Context: an optimization exercise on an open-source flow, tuned for small area, a short achievable clock period and few clock cycles per item. The choices shown serve that exercise and are no tape-out recipe.
Only simulation tests tie the RTL to the original design; equivalence was not proved.
Power figures rest on the tool's default switching activity, not on a simulated workload.

JK:
==> flow/design.v <==
package szp_pkg;
  localparam int BATCH_PAGES_DEF    = 64;
  localparam int MAX_PAGE_WORDS_DEF = 4096;
  localparam int DATA_W        = 64;
  localparam int PAGE_WORDS_W  = 13;
  localparam int LIMIT_W       = 40;
  localparam int RUN_WORDS_W   = 19;
  localparam int CFG_DATA_W    = 40;
  localparam int CFG_INDEX_W   = 1;
  localparam logic [PAGE_WORDS_W-1:0] PAGE_WORDS_RST = 13'd512;
  localparam logic [LIMIT_W-1:0]      LIMIT_RST      = '1;
  function automatic logic [LIMIT_W-1:0] inc_f(input logic [LIMIT_W-1:0] a, input logic cin);
    logic [LIMIT_W-1:0] s;
    logic               cb, c;
    cb = cin;
    for (int j = 0; j < LIMIT_W; j = j + 4) begin
      c = cb;
      for (int i = j; i < j + 4; i++) begin
        s[i] = a[i] ^ c;
        c    = c & a[i];
      end
      cb = cb & (&a[j +: 4]);
    end
    inc_f = s;
  endfunction
  function automatic logic lt_t(input logic [LIMIT_W-1:0] a, input logic [LIMIT_W-1:0] b);
    logic [63:0] l, e;
    l = '0;
    e = '1;
    for (int i = 0; i < LIMIT_W; i++) begin
      l[i] = !a[i] && b[i];
      e[i] = !(a[i] ^ b[i]);
    end
    for (int s = 1; s < 64; s = s * 2) begin
      for (int i = 0; i < 64; i = i + 2 * s) begin
        l[i] = l[i+s] | (e[i+s] & l[i]);
        e[i] = e[i+s] & e[i];
      end
    end
    lt_t = l[0];
  endfunction
endpackage
module szp_core #(
  parameter int BATCH_PAGES    = szp_pkg::BATCH_PAGES_DEF,
  parameter int MAX_PAGE_WORDS = szp_pkg::MAX_PAGE_WORDS_DEF
) (
  input  logic                            clk,
  input  logic                            rst,
  input  logic                            w_valid,
  output logic                            w_take,
  input  logic                            w_nz,
  input  logic                            w_last,
  input  logic                            cfg_write,
  input  logic [szp_pkg::CFG_INDEX_W-1:0] cfg_index,
  input  logic [szp_pkg::CFG_DATA_W-1:0]  cfg_data,
  output logic                            runs_valid,
  input  logic                            runs_ready,
  output logic                            runs_run_kind,
  output logic [szp_pkg::RUN_WORDS_W-1:0] runs_run_words,
  output logic                            runs_run_final,
  output logic [szp_pkg::LIMIT_W-1:0]     runs_total_words
);
  localparam int PW    = szp_pkg::PAGE_WORDS_W;
  localparam int LW    = szp_pkg::LIMIT_W;
  localparam int RW    = szp_pkg::RUN_WORDS_W;
  localparam int WIP_W = $clog2(MAX_PAGE_WORDS) + 1;
  localparam int PIB_W = $clog2(BATCH_PAGES);
  logic [WIP_W-2:0] pszm1;
  logic             psz_hi;       
  logic             pdirty;
  logic [LW-1:0]    lm1;          
  logic [3:0]       dstep;        
  logic             dbor;         
  logic             dirty;        
  logic [LW-1:0]    acc;
  logic             take;         
  logic             fresh;        
  logic             limit_hit;
  logic [WIP_W-1:0] wip;
  logic             has_data;
  logic             carry;        
  logic [PIB_W-1:0] pib;
  logic             run_open;
  logic             ork;
  logic [RW-1:0]    orw;
  logic             o_valid, o_final, second;
  logic             s_final;      
  logic [WIP_W-2:0] cfg_pszm1;
  logic             go, restart;
  logic             lim_next, closing, page_full, page_done, kind, emit1, emit2, keep;
  logic             batch_end, open_e, ork_e;
  logic [LW-1:0]    acc_inc;
  logic [RW-1:0]    orw_e, sum_keep;
  logic [WIP_W-1:0] wip_e, wip1;
  always_comb begin
    if ({psz_hi, pszm1} == '0)
      cfg_pszm1 = '0;
    else if ({psz_hi, pszm1} > PW'(MAX_PAGE_WORDS))
      cfg_pszm1 = (WIP_W-1)'(MAX_PAGE_WORDS - 1);
    else
      cfg_pszm1 = (WIP_W-1)'(PW'({psz_hi, pszm1}) - PW'(1));
  end
  always_ff @(posedge clk) begin
    if (rst) begin
      pszm1 <= (WIP_W-1)'(szp_pkg::PAGE_WORDS_RST - 1);
      lm1   <= szp_pkg::LIMIT_RST - LW'(1);
      psz_hi <= 1'b0;
      pdirty <= 1'b0;
      dstep  <= 4'd0;
      dirty  <= 1'b0;
    end else if (cfg_write) begin
      pdirty <= !cfg_index;
      if (cfg_index == 1'b0) begin
        {psz_hi, pszm1} <= cfg_data[PW-1:0];
      end else begin
        lm1   <= cfg_data[LW-1:0];
        dstep <= 4'(LW / 4);
        dbor  <= 1'b1;
      end
    end else begin
      pdirty <= 1'b0;
      dirty  <= (dstep == 4'd1);
      if (pdirty) {psz_hi, pszm1} <= {1'b0, cfg_pszm1};
      if (dstep != 4'd0) begin
        lm1   <= {lm1[3:0] - 4'(dbor), lm1[LW-1:4]};
        dbor  <= dbor && (lm1[3:0] == 4'd0);
        dstep <= dstep - 4'd1;
      end
    end
  end
  assign runs_valid       = o_valid;
  assign runs_run_kind    = ork;
  assign runs_run_words   = orw;
  assign runs_run_final   = o_final;
  assign runs_total_words = acc;
  assign go     = w_valid && !fresh && (dstep == 4'd0) && !dirty && !pdirty && !second && (!o_valid || runs_ready);
  assign w_take = go;
  always_comb begin
    open_e    = run_open || carry;
    ork_e     = carry ? has_data : ork;
    orw_e     = carry ? RW'(wip) : orw;
    wip_e     = carry ? '0 : wip;
    acc_inc   = szp_pkg::inc_f(acc, 1'b1);
    lim_next  = (acc == lm1);
    closing   = !take || w_last || lim_next;
    page_full = carry ? (pszm1 == '0) : !szp_pkg::lt_t(LW'(wip), LW'(pszm1));
    page_done = take ? (page_full || w_last || lim_next) : (wip_e != '0);
    kind      = (has_data && !carry) || (take && w_nz);
    emit1     = page_done && open_e && (ork_e != kind);
    keep      = open_e && !emit1;
    wip1      = WIP_W'(szp_pkg::inc_f(LW'(wip_e), take));
    sum_keep  = (carry ? RW'(0) : orw) + RW'(wip) + RW'(take);
    batch_end = closing || (page_done && (&pib));
    emit2     = batch_end && (open_e || page_done);
    restart   = (limit_hit || closing) && w_last;
  end
  always_ff @(posedge clk) begin
    if (rst) begin
      take <= 1'b1;
    end else if (dirty) begin
      take <= !szp_pkg::lt_t(lm1, acc) && !(&lm1);
    end else if (go && restart) begin
      take <= !(&lm1);
    end
  end
  always_ff @(posedge clk) begin
    if (rst) begin
      acc       <= '0;
      fresh     <= 1'b0;
      limit_hit <= 1'b0;
      wip       <= '0;
      has_data  <= 1'b0;
      carry     <= 1'b0;
      pib       <= '0;
      run_open  <= 1'b0;
      o_valid   <= 1'b0;
      second    <= 1'b0;
    end else if (go) begin
      if (limit_hit) begin
        if (w_last) begin
          limit_hit <= 1'b0;
          acc       <= '0;
        end
        o_valid <= 1'b0;
      end else begin
        if (restart && !(emit1 || emit2)) acc <= '0;
        else if (take)                    acc <= acc_inc;
        fresh     <= restart && (emit1 || emit2);
        limit_hit <= closing && !w_last;
        o_valid   <= emit1 || emit2;
        second    <= emit1 && emit2;
        pib       <= batch_end ? '0 : PIB_W'(szp_pkg::inc_f(LW'(pib), page_done));
        if (emit1) begin
          wip      <= wip1;
          has_data <= kind;
          carry    <= 1'b1;
          run_open <= 1'b0;
        end else begin
          wip      <= page_done ? '0 : wip1;
          has_data <= !page_done && kind;
          carry    <= 1'b0;
          run_open <= (open_e || page_done) && !batch_end;
        end
      end
    end else if (o_valid && runs_ready) begin
      if (second) begin
        second   <= 1'b0;
        wip      <= '0;
        has_data <= 1'b0;
        carry    <= 1'b0;
      end else begin
        o_valid <= 1'b0;
        if (fresh) begin
          fresh <= 1'b0;
          acc   <= '0;
        end
      end
    end
  end
  always_ff @(posedge clk) begin
    if (go && !limit_hit) begin
      o_final <= closing && !(emit1 && emit2);
      s_final <= closing;
      if (page_done && !emit1) begin
        orw <= open_e ? sum_keep : RW'(wip1);
        ork <= kind;
      end else begin
        orw <= orw_e;
        ork <= ork_e;
      end
    end else if (o_valid && runs_ready && second) begin
      orw     <= RW'(wip);
      ork     <= has_data;
      o_final <= s_final;
    end
  end
endmodule
module szp_run_fifo (
  input  logic clk,
  input  logic rst,
  input  logic in_valid,
  output logic in_ready,
  input  logic in_nz,
  input  logic in_last,
  output logic out_valid,
  input  logic out_take,
  output logic out_nz,
  output logic out_last
);
  logic s1_valid, s1_nz, s1_last;
  logic in_fire;
  assign in_ready = !s1_valid;
  assign in_fire  = in_valid && !s1_valid;
  always_ff @(posedge clk) begin
    if (rst) begin
      out_valid <= 1'b0;
      s1_valid  <= 1'b0;
    end else if (!out_valid || out_take) begin
      out_valid <= s1_valid || in_fire;
      s1_valid  <= 1'b0;
    end else if (in_fire) begin
      s1_valid  <= 1'b1;
    end
  end
  always_ff @(posedge clk) begin
    if (!out_valid || out_take) begin
      out_nz   <= s1_valid ? s1_nz   : in_nz;
      out_last <= s1_valid ? s1_last : in_last;
    end
  end
  always_ff @(posedge clk) begin
    if (!s1_valid) begin
      s1_nz   <= in_nz;
      s1_last <= in_last;
    end
  end
endmodule
module sparse_zero_page_run_builder #(
  parameter int BATCH_PAGES    = szp_pkg::BATCH_PAGES_DEF,
  parameter int MAX_PAGE_WORDS = szp_pkg::MAX_PAGE_WORDS_DEF
) (
  input  logic                            clk,
  input  logic                            rst,
  input  logic                            items_valid,
  output logic                            items_ready,
  input  logic [szp_pkg::DATA_W-1:0]      items_data_word,
  input  logic                            items_last_word,
  output logic                            runs_valid,
  input  logic                            runs_ready,
  output logic                            runs_run_kind,
  output logic [szp_pkg::RUN_WORDS_W-1:0] runs_run_words,
  output logic                            runs_run_final,
  output logic [szp_pkg::LIMIT_W-1:0]     runs_total_words,
  input  logic                            cfg_write,
  input  logic [szp_pkg::CFG_INDEX_W-1:0] cfg_index,
  input  logic [szp_pkg::CFG_DATA_W-1:0]  cfg_data
);
  logic w_valid, w_take, w_nz, w_last;
  szp_run_fifo u_fifo (
    .clk       (clk),
    .rst       (rst),
    .in_valid  (items_valid),
    .in_ready  (items_ready),
    .in_nz     (items_data_word != '0),
    .in_last   (items_last_word),
    .out_valid (w_valid),
    .out_take  (w_take),
    .out_nz    (w_nz),
    .out_last  (w_last)
  );
  szp_core #(
    .BATCH_PAGES    (BATCH_PAGES),
    .MAX_PAGE_WORDS (MAX_PAGE_WORDS)
  ) u_core (
    .clk              (clk),
    .rst              (rst),
    .w_valid          (w_valid),
    .w_take           (w_take),
    .w_nz             (w_nz),
    .w_last           (w_last),
    .cfg_write        (cfg_write),
    .cfg_index        (cfg_index),
    .cfg_data         (cfg_data),
    .runs_valid       (runs_valid),
    .runs_ready       (runs_ready),
    .runs_run_kind    (runs_run_kind),
    .runs_run_words   (runs_run_words),
    .runs_run_final   (runs_run_final),
    .runs_total_words (runs_total_words)
  );
endmodule
clock: 11.0 ns
lec_check: 0
cap_margin: 20
core_margin: 2
core_utilization: 40
slew_margin: 20
standard.sh (not shown) runs the stock make flow with config.mk's settings and CLKGATE_MAP_FILE= SYNTH_SCRIPT=/design/flow/synth_recipe.tcl, a recipe that flattens the netlist after the stock synthesis.
==> flow/flow/run.sh <==
#!/bin/bash
# The standard ORFS layout (the standard.sh), with three changes:
#  - repair_timing aims for 7.5 ns of setup margin at the design's 11 ns clock, so the
#    optimiser keeps working on paths the 11 ns constraint alone leaves untouched;
#  - the port buffers are sky130_fd_sc_hd__buf_1 instead of the default delay buffer;
#  - the clock tree is built from sky130_fd_sc_hd__clkbuf_8.
# The SDC, clock period, floorplan, power grid and synthesis are unchanged.
set -euo pipefail
bash standard.sh SETUP_SLACK_MARGIN=7.5 "BUFFER_PORTS_ARGS=-buffer_cell sky130_fd_sc_hd__buf_1" CTS_BUF_LIST=sky130_fd_sc_hd__clkbuf_8 finish > flow_make.log 2>&1
Testbench counts of JK, summed over its fixed seeds: cycles 49,140, items 48,000.
Edits applied to the flow inputs when going from JK to MS:
--- a/flow/design.v
+++ b/flow/design.v
@@ -101,28 +101,24 @@
       cfg_pszm1 = (WIP_W-1)'(PW'({psz_hi, pszm1}) - PW'(1));
   end
   always_ff @(posedge clk) begin
     if (rst) begin
-      pszm1 <= (WIP_W-1)'(szp_pkg::PAGE_WORDS_RST - 1);
-      lm1   <= szp_pkg::LIMIT_RST - LW'(1);
+      pszm1  <= (WIP_W-1)'(szp_pkg::PAGE_WORDS_RST - 1);
       psz_hi <= 1'b0;
       pdirty <= 1'b0;
+      lm1    <= szp_pkg::LIMIT_RST - LW'(1);
       dstep  <= 4'd0;
       dirty  <= 1'b0;
-    end else if (cfg_write) begin
-      pdirty <= !cfg_index;
-      if (cfg_index == 1'b0) begin
-        {psz_hi, pszm1} <= cfg_data[PW-1:0];
-      end else begin
+    end else begin
+      pdirty <= cfg_write && !cfg_index;
+      if (cfg_write && !cfg_index) {psz_hi, pszm1} <= cfg_data[PW-1:0];
+      else if (pdirty)             {psz_hi, pszm1} <= {1'b0, cfg_pszm1};
+      dirty  <= (dstep == 4'd1) && !(cfg_write && cfg_index);
+      if (cfg_write && cfg_index) begin
         lm1   <= cfg_data[LW-1:0];
         dstep <= 4'(LW / 4);
         dbor  <= 1'b1;
-      end
-    end else begin
-      pdirty <= 1'b0;
-      dirty  <= (dstep == 4'd1);
-      if (pdirty) {psz_hi, pszm1} <= {1'b0, cfg_pszm1};
-      if (dstep != 4'd0) begin
+      end else if (dstep != 4'd0) begin
         lm1   <= {lm1[3:0] - 4'(dbor), lm1[LW-1:4]};
         dbor  <= dbor && (lm1[3:0] == 4'd0);
         dstep <= dstep - 4'd1;
       end
--- outcome ---
MS: flow completed, timing, DRC and antenna clean. Compared with JK, MS shows a worst path required time that is 20 ps higher. MS vs. JK: sequential group share of total power went down by 1.8 points. The number of cells in the design after placement in MS was lower than what JK gave. Setup WNS JK -> MS: worse. The sequential share of layout area was comparable across JK and MS. Any difference in width of the die between MS and JK is small enough to ignore. Between JK and MS, the flow reports final area increasing slightly. ~same initial standard-cell utilization of the core in JK and MS.
Testbench counts of MS, summed over its fixed seeds: cycles 49,140, items 48,000.

==> port drivers added, routing unchanged <==
No port has a modelled driver above. Below, the same layouts with a new extraction and two added sets of constraints.
Step 1, drivers: a clkbuf_16 drives clk and a buf_2 each remaining input, both assumed.
Step 2, shift: input delay + t, output delay - t, t = (earliest + latest rising clock arrival at the registers) / 2. This alone moves slack from input paths to output paths.
Slacks: ideal / step 1 / step 2; pairs: ideal / step 1.
run | shift t [ns] | slack for setup (ns) | clock arrival spread, ns | cell pins on the clock port's net
JK | 0.508 | 7.620 / 7.581 / 7.101 | 0.025 / 0.025 | 1
MS | 0.497 | 7.545 / 7.538 / 7.040 | 0.019 / 0.019 | 1
After both steps every run listed still meets setup and hold. The setup slack of JK, which loses most, moves by -0.039 ns with the drivers and by -0.519 ns with both steps.
